This design comes from an exercise in tuning for small area on the open sky130 flow, not from production work. Function was checked by simulation only, so behaviour that the tests miss may differ from the original.

==> xenon <==
// div_top
module div_top (
    input  wire        i_clk,
    input  wire        i_rst,
    input  wire        en,
    input  wire [15:0] a,
    input  wire [15:0] b,
    output logic       done,
    output logic [15:0] result
);
clock: 16.0 ns
lec_check: 0
abc_area: 1
cap_margin: 20
core_margin: 2
core_utilization: 45
gpl_timing_driven: 0
slew_margin: 20
standard.sh (not shown) runs the stock make flow with config.mk's settings and CLKGATE_MAP_FILE= SYNTH_SCRIPT=/design/flow/synth_recipe.tcl, a recipe that flattens the netlist after the stock synthesis.
==> flow/flow/run.sh <==
#!/bin/bash
# The standard layout with two changes that only affect buffering:
#  - port buffers are the smallest buffer cell,
#  - the buffers abc adds for fanout are removed at floorplan; repair_design
#    puts back what slew and capacitance need.
set -euo pipefail
export BUFFER_PORTS_ARGS="-buffer_cell sky130_fd_sc_hd__buf_1"
export REMOVE_ABC_BUFFERS=1
bash standard.sh > standard_flow.log 2>&1
==> maple: changes against xenon <==
--- a/flow/design.v
+++ b/flow/design.v
@@ -12,41 +12,63 @@
     output logic       done,
     output logic [15:0] result
 );
     function automatic logic [26:0] add27(input logic [26:0] p, input logic [26:0] q, input logic ci);
         logic c;
         logic cz;
-        logic pre;
+        logic run;
         logic [26:0] h;
         c = ci;
-        for (int j = 0; j < 9; j++) begin
+        for (int j = 0; j < 6; j++) begin
             add27[j] = p[j] ^ q[j] ^ c;
             c = (p[j] & q[j]) | (c & (p[j] ^ q[j]));
         end
         cz = 1'b0;
-        for (int j = 9; j < 18; j++) begin
-            h[j] = p[j] ^ q[j] ^ cz;
-            cz = (p[j] & q[j]) | (cz & (p[j] ^ q[j]));
-        end
-        pre = 1'b1;
-        for (int j = 9; j < 18; j++) begin
-            add27[j] = h[j] ^ (c & pre);
-            pre = pre & h[j];
-        end
-        c = cz | (c & pre);
-        cz = 1'b0;
-        for (int j = 18; j < 27; j++) begin
-            h[j] = p[j] ^ q[j] ^ cz;
-            cz = (p[j] & q[j]) | (cz & (p[j] ^ q[j]));
-        end
-        pre = 1'b1;
-        for (int j = 18; j < 27; j++) begin
-            add27[j] = h[j] ^ (c & pre);
-            pre = pre & h[j];
-        end
-        c = cz | (c & pre);
+        for (int j = 6; j < 12; j++) begin
+            h[j] = p[j] ^ q[j] ^ cz;
+            cz = (p[j] & q[j]) | (cz & (p[j] ^ q[j]));
+        end
+        run = c;
+        for (int j = 6; j < 12; j++) begin
+            add27[j] = h[j] ^ run;
+            run = run & h[j];
+        end
+        c = cz | run;
+        cz = 1'b0;
+        for (int j = 12; j < 18; j++) begin
+            h[j] = p[j] ^ q[j] ^ cz;
+            cz = (p[j] & q[j]) | (cz & (p[j] ^ q[j]));
+        end
+        run = c;
+        for (int j = 12; j < 18; j++) begin
+            add27[j] = h[j] ^ run;
+            run = run & h[j];
+        end
+        c = cz | run;
+        cz = 1'b0;
+        for (int j = 18; j < 23; j++) begin
+            h[j] = p[j] ^ q[j] ^ cz;
+            cz = (p[j] & q[j]) | (cz & (p[j] ^ q[j]));
+        end
+        run = c;
+        for (int j = 18; j < 23; j++) begin
+            add27[j] = h[j] ^ run;
+            run = run & h[j];
+        end
+        c = cz | run;
+        cz = 1'b0;
+        for (int j = 23; j < 27; j++) begin
+            h[j] = p[j] ^ q[j] ^ cz;
+            cz = (p[j] & q[j]) | (cz & (p[j] ^ q[j]));
+        end
+        run = c;
+        for (int j = 23; j < 27; j++) begin
+            add27[j] = h[j] ^ run;
+            run = run & h[j];
+        end
+        c = cz | run;
     endfunction
     function automatic logic [53:0] csa27(input logic [26:0] p, input logic [26:0] q, input logic [26:0] r, input logic ci);
         logic [26:0] s;
         logic [26:0] c;
         s = p ^ q ^ r;
         c = {((p[25:0] & q[25:0]) | (p[25:0] & r[25:0]) | (q[25:0] & r[25:0])), ci};
==> flow/flow/run.sh (replaced) <==
#!/bin/bash
# The standard layout with three changes that only affect cell sizing:
#  - port buffers are the smallest buffer cell,
#  - the buffers abc adds for fanout are removed at floorplan (repair_design
#    puts back what slew and capacitance need),
#  - after global routing, cells on paths with slack are downsized.
set -euo pipefail
export BUFFER_PORTS_ARGS="-buffer_cell sky130_fd_sc_hd__buf_1"
export REMOVE_ABC_BUFFERS=1
export RECOVER_POWER=100
bash standard.sh > standard_flow.log 2>&1
==> zinc: changes against xenon <==
--- a/flow/design.v
+++ b/flow/design.v
@@ -15,34 +15,45 @@
     function automatic logic [26:0] add27(input logic [26:0] p, input logic [26:0] q, input logic ci);
         logic c;
         logic cz;
         logic pre;
         logic [26:0] h;
         c = ci;
-        for (int j = 0; j < 9; j++) begin
+        for (int j = 0; j < 7; j++) begin
             add27[j] = p[j] ^ q[j] ^ c;
             c = (p[j] & q[j]) | (c & (p[j] ^ q[j]));
         end
         cz = 1'b0;
-        for (int j = 9; j < 18; j++) begin
+        for (int j = 7; j < 14; j++) begin
             h[j] = p[j] ^ q[j] ^ cz;
             cz = (p[j] & q[j]) | (cz & (p[j] ^ q[j]));
         end
         pre = 1'b1;
-        for (int j = 9; j < 18; j++) begin
+        for (int j = 7; j < 14; j++) begin
             add27[j] = h[j] ^ (c & pre);
             pre = pre & h[j];
         end
         c = cz | (c & pre);
         cz = 1'b0;
-        for (int j = 18; j < 27; j++) begin
+        for (int j = 14; j < 21; j++) begin
             h[j] = p[j] ^ q[j] ^ cz;
             cz = (p[j] & q[j]) | (cz & (p[j] ^ q[j]));
         end
         pre = 1'b1;
-        for (int j = 18; j < 27; j++) begin
+        for (int j = 14; j < 21; j++) begin
+            add27[j] = h[j] ^ (c & pre);
+            pre = pre & h[j];
+        end
+        c = cz | (c & pre);
+        cz = 1'b0;
+        for (int j = 21; j < 27; j++) begin
+            h[j] = p[j] ^ q[j] ^ cz;
+            cz = (p[j] & q[j]) | (cz & (p[j] ^ q[j]));
+        end
+        pre = 1'b1;
+        for (int j = 21; j < 27; j++) begin
             add27[j] = h[j] ^ (c & pre);
             pre = pre & h[j];
         end
         c = cz | (c & pre);
     endfunction
     function automatic logic [53:0] csa27(input logic [26:0] p, input logic [26:0] q, input logic [26:0] r, input logic ci);
- CORE_UTILIZATION: 45 -> 60
==> summary of the runs <==
xenon produced a clean layout. maple produced a layout that fails on capacitance limit, slew limit. zinc produced a clean layout. Core utilization: zinc > xenon > maple. Setup slack: zinc is worse than maple (0.046 ns). In xenon the worst hold slack is worse than in maple, by 0.0078 ns. The lowest sequential share of layout area belongs to maple, the highest to zinc. The highest die area belongs to maple, the lowest to zinc.
==> figures <==
| quantity | maple | xenon | zinc |
|---|---|---|---|
| Run status | failed layout checks | timing/DRC/antenna clean | timing/DRC/antenna clean |
| Violated checks | capacitance limit, slew limit | - | - |
| Global Route met1 Usage | 46.1% | 48.5% | 61.8% |
| TritonRoute pass-1 iters | 9 | 12 | 9 |
| Total Die Area | 27400 um^2 | 26900 um^2 | 20600 um^2 |
| Growth of design area from synthesis to finish | 4.85% | 6.66% | 1.71% |
| Number of distinct standard cells referenced by the synthesized netlist | 55 | 62 | 60 |
| Count of clock-net buffers in the final layout | 5 | 7 | 6 |
| PostCTS Resize Cnt | 4 | 13 | 0 |
| Initial Util | 45.5% | 45.8% | 60.6% |
| Top cell type's share of synthesized area | 17.0% | 17.7% | 17.3% |
| Multi-input combinational area share | 73.8% | 74.8% | 76.6% |

-- static timing again, ports no longer ideal --
In the flow no input, the clock included, has a driving cell. The finished layouts below were timed again as built, in two steps. Step 1 assumes that a clkbuf_16 drives the clock port and a buf_2 every other input. Step 2 adds t to the input delays and takes it off the output delays; t is the mean of the earliest and latest rising clock arrival at the registers after step 1. Input paths then give back, and output paths get back, about the clock's delay inside the block. Slacks: no drivers / after step 1 / after step 2; pairs: no drivers / after step 1.
run	t, ns	slack for setup (ns)	worst setup path after step 2	latest minus earliest clock arrival (ns)	worst data-port slew with drivers (ns)
xenon	0.315	0.686 / 0.692 / 0.377	input to register	0.006 / 0.006	0.03
maple	0.328	0.690 / 0.706 / 0.378	input to register	0.010 / 0.009	0.03
zinc	0.338	0.644 / 0.667 / 0.329	input to register	0.016 / 0.016	0.03
The setup slack of zinc, which loses most, moves by +0.023 ns with the drivers and by -0.315 ns with both steps.
